From an optimization exercise on the open Yosys and OpenROAD flow, aimed at small area and few clock cycles per item; shortcuts taken in it are not production practice. Function was checked by simulation only, so behaviour that the tests miss may differ from the original. Power is estimated from default activity; no workload was simulated.

## run A
## source_code_lexer_unit
module source_code_lexer_unit (
  input  logic        clk,
  input  logic        rst_n,
  input  logic        in_tvalid,
  output logic        in_tready,
  input  logic [7:0]  in_tdata,    
  input  logic        in_tlast,    
  output logic        out_tvalid,
  input  logic        out_tready,
  output logic [55:0] out_tdata,   
  output logic        out_tlast    
);
==> flow/config.mk <==
export PLATFORM = sky130hd
export DESIGN_NAME = source_code_lexer_unit
export DESIGN_NICKNAME = source_code_lexer_unit
export VERILOG_FILES = /design/flow/design.v
export SDC_FILE = /design/flow/constraint.sdc
export NUM_CORES = 4
export LEC_CHECK = 0
export ABC_AREA = 1
export CAP_MARGIN = 20
export CORE_MARGIN = 2
export CORE_UTILIZATION = 70
export SLEW_MARGIN = 20
==> flow/constraint.sdc <==
create_clock -name core_clock -period 10.0 [get_ports {clk}]
set_input_delay 2.0000 -clock core_clock [delete_from_list [all_inputs] [get_ports {clk}]]
set_output_delay 2.0000 -clock core_clock [all_outputs]
set_load 0.01 [all_outputs]
standard.sh (not shown) runs the stock make flow with config.mk's settings and CLKGATE_MAP_FILE= SYNTH_SCRIPT=/design/flow/synth_recipe.tcl, a recipe that flattens the netlist after the stock synthesis.
==> flow/flow/run.sh <==
#!/bin/bash
# The standard layout (standard.sh), with two changes:
#  - synthesis maps the logic with flow/abc_area.script (ABC_AREA is 1 in config.mk), an
#    area-oriented ABC script built on &deepsyn, instead of ORFS's own abc_area.script;
#    everything else in synthesis (registers, flattening, renaming) is the standard one.
#  - the port buffers use sky130_fd_sc_hd__buf_1 instead of the resizer's default choice.
#  - clock tree synthesis adds no dummy load cells (-dont_use_dummy_load).
# Each tool's full output stays in the ORFS logs under orfs/logs; standard.sh's own output
# goes to standard.log.
set -euo pipefail
here=$(pwd)
rm -rf "$here/orfs_scripts"
cp -r "$FLOW_HOME/scripts" "$here/orfs_scripts"
cp "$here/flow/abc_area.script" "$here/orfs_scripts/abc_area.script"
export SCRIPTS_DIR="$here/orfs_scripts"
export BUFFER_PORTS_ARGS="-buffer_cell sky130_fd_sc_hd__buf_1"
export CTS_ARGS="-sink_clustering_enable -repair_clock_nets -dont_use_dummy_load"
bash standard.sh > standard.log 2>&1
==> flow/flow/abc_area.script <==
strash
&get -n
&deepsyn -T 60
&put
strash
&get -n
&nf -R 1000
&put
topo
stime -c
Testbench counts of run A, summed over its fixed seeds: cycles 34,367, bytes 33,802.
Input-level comparison between run B and run A:
==> flow/flow/run.sh <==
#!/bin/bash
# The standard layout, except that the port buffers use the smallest buffer cell
# (sky130_fd_sc_hd__buf_1) instead of the one the resizer picks by default.
set -e
export BUFFER_PORTS_ARGS="-buffer_cell sky130_fd_sc_hd__buf_1"
bash standard.sh > standard.log 2>&1
diff --git a/flow/config.mk b/flow/config.mk
--- a/flow/config.mk
+++ b/flow/config.mk
@@ -6,7 +6,6 @@
 export NUM_CORES = 4
 export LEC_CHECK = 0
-export ABC_AREA = 1
 export CAP_MARGIN = 20
 export CORE_MARGIN = 2
-export CORE_UTILIZATION = 70
+export CORE_UTILIZATION = 50
 export SLEW_MARGIN = 20
removed: flow/flow/abc_area.script
[summary]
Compared to run A, the router laid down more metal wire for run B. Count of non-CTS buffers in the layout in run B is 1 higher than in run A. Between run B and run A, the clock insertion delay at the later pin of the skew report figures differ only marginally. Lower inverter count of the layout excluding clock inverters goes to run B over run A. Delta (run B minus run A): routing usage on met1 now sits lower; die area rose about 90%; area of the mapped netlist went up 38%; worst reg-to-reg path cell count has decreased. [compare] base=run A new=run B: synthesis-to-layout area growth shows a reduction of 3.9 points; clock network power share shows an increase of 11 points; via count shows an increase of 1911.
Edits applied to the flow inputs when going from run B to run C:
==> flow/flow/run.sh <==
#!/bin/bash
# The standard layout (standard.sh), with two changes:
#  - synthesis maps the logic with flow/abc_area.script (ABC_AREA is 1 in config.mk), an
#    area-oriented ABC script built on &deepsyn, instead of ORFS's own abc_area.script;
#    everything else in synthesis (registers, flattening, renaming) is the standard one.
#  - the port buffers use sky130_fd_sc_hd__buf_1 instead of the resizer's default choice.
#  - clock tree synthesis adds no dummy load cells (-dont_use_dummy_load).
# Each tool's full output stays in the ORFS logs under orfs/logs; standard.sh's own output
# goes to standard.log.
set -euo pipefail
here=$(pwd)
rm -rf "$here/orfs_scripts"
cp -r "$FLOW_HOME/scripts" "$here/orfs_scripts"
cp "$here/flow/abc_area.script" "$here/orfs_scripts/abc_area.script"
export SCRIPTS_DIR="$here/orfs_scripts"
export BUFFER_PORTS_ARGS="-buffer_cell sky130_fd_sc_hd__buf_1"
export CTS_ARGS="-sink_clustering_enable -repair_clock_nets -dont_use_dummy_load -buf_list sky130_fd_sc_hd__clkbuf_8 -sink_clustering_size 30"
bash standard.sh > standard.log 2>&1
==> flow/flow/abc_area.script (new file) <==
strash
&get -n
&deepsyn -T 60
&put
strash
&get -n
&nf -R 1000
&put
topo
stime -c
diff --git a/flow/config.mk b/flow/config.mk
--- a/flow/config.mk
+++ b/flow/config.mk
@@ -6,6 +6,7 @@
 export NUM_CORES = 4
 export LEC_CHECK = 0
+export ABC_AREA = 1
 export CAP_MARGIN = 20
 export CORE_MARGIN = 2
-export CORE_UTILIZATION = 50
+export CORE_UTILIZATION = 60
 export SLEW_MARGIN = 20
## What came out
- Compared with run B, in run C multi-input gate share of total cell area moved down; final setup slack of the worst path moved down; achievable clock frequency moved down.
- Compared with run B, run C shows wire length that has gone down by more than a quarter.
- For run B, the capture point of the critical path was out_tdata[22], unlike run C, where it was out_tdata[23].
- Of run B and run C, the higher detailed route wirelength on metal2 belongs to run B.
- Run C vs. run B: routed wire length on met3 went down by 330 um; proportion of final cell area spent on non-clock buffers went up 1.4 points.
- Taking run C over run B, the cell count ratio works out to 0.76.
Relative to run C, the following input files were edited for run D:
diff --git a/flow/flow/run.sh b/flow/flow/run.sh
--- a/flow/flow/run.sh
+++ b/flow/flow/run.sh
@@ -5,5 +5,4 @@
 #    everything else in synthesis (registers, flattening, renaming) is the standard one.
 #  - the port buffers use sky130_fd_sc_hd__buf_1 instead of the resizer's default choice.
-#  - clock tree synthesis adds no dummy load cells (-dont_use_dummy_load).
 # Each tool's full output stays in the ORFS logs under orfs/logs; standard.sh's own output
 # goes to standard.log.
@@ -15,4 +14,4 @@
 export SCRIPTS_DIR="$here/orfs_scripts"
 export BUFFER_PORTS_ARGS="-buffer_cell sky130_fd_sc_hd__buf_1"
-export CTS_ARGS="-sink_clustering_enable -repair_clock_nets -dont_use_dummy_load -buf_list sky130_fd_sc_hd__clkbuf_8 -sink_clustering_size 30"
+export CTS_ARGS="-sink_clustering_enable -repair_clock_nets -buf_list sky130_fd_sc_hd__clkbuf_4 -sink_clustering_size 24 -dont_use_dummy_load"
 bash standard.sh > standard.log 2>&1
diff --git a/flow/config.mk b/flow/config.mk
--- a/flow/config.mk
+++ b/flow/config.mk
@@ -9,4 +9,4 @@
 export CAP_MARGIN = 20
 export CORE_MARGIN = 2
-export CORE_UTILIZATION = 60
+export CORE_UTILIZATION = 50
 export SLEW_MARGIN = 20
--- outcome ---
Changes observed in run D relative to run C: post-detailed-routing wire length now sits at about the same level, final critical-path setup slack now sits lower.
Between run C and run D, the worst-case hold slack does not differ in any meaningful way.
Period utilization, run C and run D: smaller value in run C
Lower number of buffers and inverters on the critical path goes to run C over run D.
Met1 wire length: lower on run C
Run D vs run C: width of the die up by a little under 10%
Compare run C and run D | via count of the routed design lower: run D
In the reports for run C and run D, the larger clock transition at the register clock pins on the worst setup and hold paths after CTS belongs to run D.
diff inputs: run D => run E
==> flow/run.sh (new file) <==
#!/bin/bash
# synth_recipe.tcl (not shown) runs the flow's synth.tcl, then flattens the netlist and writes it again
# the make line also repeats each setting of config.mk as NAME=value (left out here)
make -C /OpenROAD-flow-scripts/flow DESIGN_CONFIG=/design/flow/config.mk WORK_HOME=/design/flow/orfs CLKGATE_MAP_FILE= SYNTH_SCRIPT=/design/flow/synth_recipe.tcl finish
diff --git a/flow/config.mk b/flow/config.mk
--- a/flow/config.mk
+++ b/flow/config.mk
@@ -6,7 +6,6 @@
 export NUM_CORES = 4
 export LEC_CHECK = 0
-export ABC_AREA = 1
 export CAP_MARGIN = 20
 export CORE_MARGIN = 2
-export CORE_UTILIZATION = 50
+export CORE_UTILIZATION = 65
 export SLEW_MARGIN = 20
removed: flow/flow/run.sh
removed: flow/flow/abc_area.script
removed: flow/standard.sh
--- outcome ---
Run E vs run D: synthesized cell count up in run E. Run E vs run D: timing-limited maximum frequency down by a few percent. Run E against run D: proportion of synthesized chip area in sequential cells shrank by 8.1 points, peak supply drop grew by about 11%. Non-clock buffer count in the final layout was higher in the run labelled run D. Run D has higher sequential share of cell area than run E. From run D to run E the numbers moved as follows: total wire length after detailed routing went up 44%; number of multi-input combinational cells in the layout moved up. Relative to run D, growth of design area from synthesis to finish has gone down in run E.

---

== lane 1 ==
source_code_lexer_unit, a different RTL version from the one above (not shown whole).
For scale: roughly 69 flip-flops, roughly 72 I/O pins, roughly 5300 µm² of cells after synthesis.
==> flow/config.mk <==
export PLATFORM = sky130hd
export DESIGN_NAME = source_code_lexer_unit
export DESIGN_NICKNAME = source_code_lexer_unit
export VERILOG_FILES = /design/flow/design.v
export SDC_FILE = /design/flow/constraint.sdc
export NUM_CORES = 4
export LEC_CHECK = 0
export ABC_AREA = 1
export ABC_CLOCK_PERIOD_IN_PS = 6500
export CAP_MARGIN = 20
export CORE_MARGIN = 2
export CORE_UTILIZATION = 70
export SLEW_MARGIN = 20
==> flow/constraint.sdc <==
create_clock -name core_clock -period 10.0 [get_ports {clk}]
set_input_delay 2.0000 -clock core_clock [delete_from_list [all_inputs] [get_ports {clk}]]
set_output_delay 2.0000 -clock core_clock [all_outputs]
set_load 0.01 [all_outputs]
==> flow/flow/run.sh <==
#!/bin/bash
# The standard layout (standard.sh), with these changes:
#  - the port buffers use sky130_fd_sc_hd__buf_1 instead of the resizer's default choice.
#  - clock tree synthesis adds no dummy load cells (-dont_use_dummy_load).
# Each tool's full output stays in the ORFS logs under orfs/logs; standard.sh's own output
# goes to standard.log.
set -euo pipefail
here=$(pwd)
rm -rf "$here/orfs_scripts"
cp -r "$FLOW_HOME/scripts" "$here/orfs_scripts"
cp "$here/flow/abc_area.script" "$here/orfs_scripts/abc_area.script"
export SCRIPTS_DIR="$here/orfs_scripts"
export BUFFER_PORTS_ARGS="-buffer_cell sky130_fd_sc_hd__buf_1"
export CTS_ARGS="-sink_clustering_enable -repair_clock_nets -dont_use_dummy_load"
bash standard.sh > standard.log 2>&1
==> flow/flow/abc_area.script <==
strash
&get -n
&deepsyn -T 240
&put
strash
&get -n
&nf -R 1000
&put
topo
stime -c
upsize -c
dnsize -c
Lane 1 completed; timing, DRC and antenna clean
Testbench counts of lane 1, summed over its fixed seeds: cycles 34,367, bytes 33,802.
--- input diff lane 1..lane 2 ---
-- flow/flow/run.sh --
<<< lane 1, line 3
>>> lane 2, line 3
#  - synthesis maps the logic with flow/abc_area.script (ABC_AREA is 1 in config.mk), an
#    area-oriented ABC script built on &deepsyn, instead of ORFS's own abc_area.script;
#    everything else in synthesis (registers, flattening, renaming) is the standard one.
-- flow/flow/abc_area.script --
<<< lane 1, line 11
upsize -c
dnsize -c
>>> lane 2, line 11
-- flow/config.mk --
<<< lane 1, line 9
export ABC_CLOCK_PERIOD_IN_PS = 6500
>>> lane 2, line 9
Results
- Relative to lane 1, lane 2 improves worst clock skew on the final layout.
- [compare] base=lane 1 new=lane 2: number of buffers other than clock buffers in the final layout has increased, routed wire length has decreased.

re-timing with driven ports:
The results above use ideal ports. As a check the final layouts listed here were re-extracted and re-timed, cells and wires unchanged. Step 1, drivers: a clkbuf_16 drives clk and a buf_2 each remaining input, both assumed. Step 2 times the ports against the registers' clock, not the clock port: input delays grow and output delays shrink by t, the midpoint of the rising clock arrivals with the driver on. a / b / c = ideal ports / drivers / drivers and shift; a / b = the first two.
| run | t (ns) | setup WS [ns] | worst setup path after step 2 | worst data-port slew with drivers (ns) | cell pins on the clock port's net |
|---|---|---|---|---|---|
| run A | 0.381 | 1.351 / 1.314 / 1.695 | register to output | 0.04 | 1 |
| run B | 0.388 | 1.795 / 1.752 / 2.139 | register to output | 0.03 | 1 |
| run C | 0.383 | 1.678 / 1.644 / 2.027 | register to output | 0.03 | 1 |
| run D | 0.439 | 1.593 / 1.561 / 1.999 | register to output | 0.04 | 1 |
| run E | 0.400 | 1.388 / 1.351 / 1.751 | register to output | 0.04 | 1 |
| lane 1 | 0.368 | 0.816 / 0.781 / 1.149 | register to output | 0.04 | 1 |
| lane 2 | 0.368 | 0.570 / 0.533 / 0.901 | register to output | 0.04 | 1 |
After both steps setup and hold are still met in every run listed.
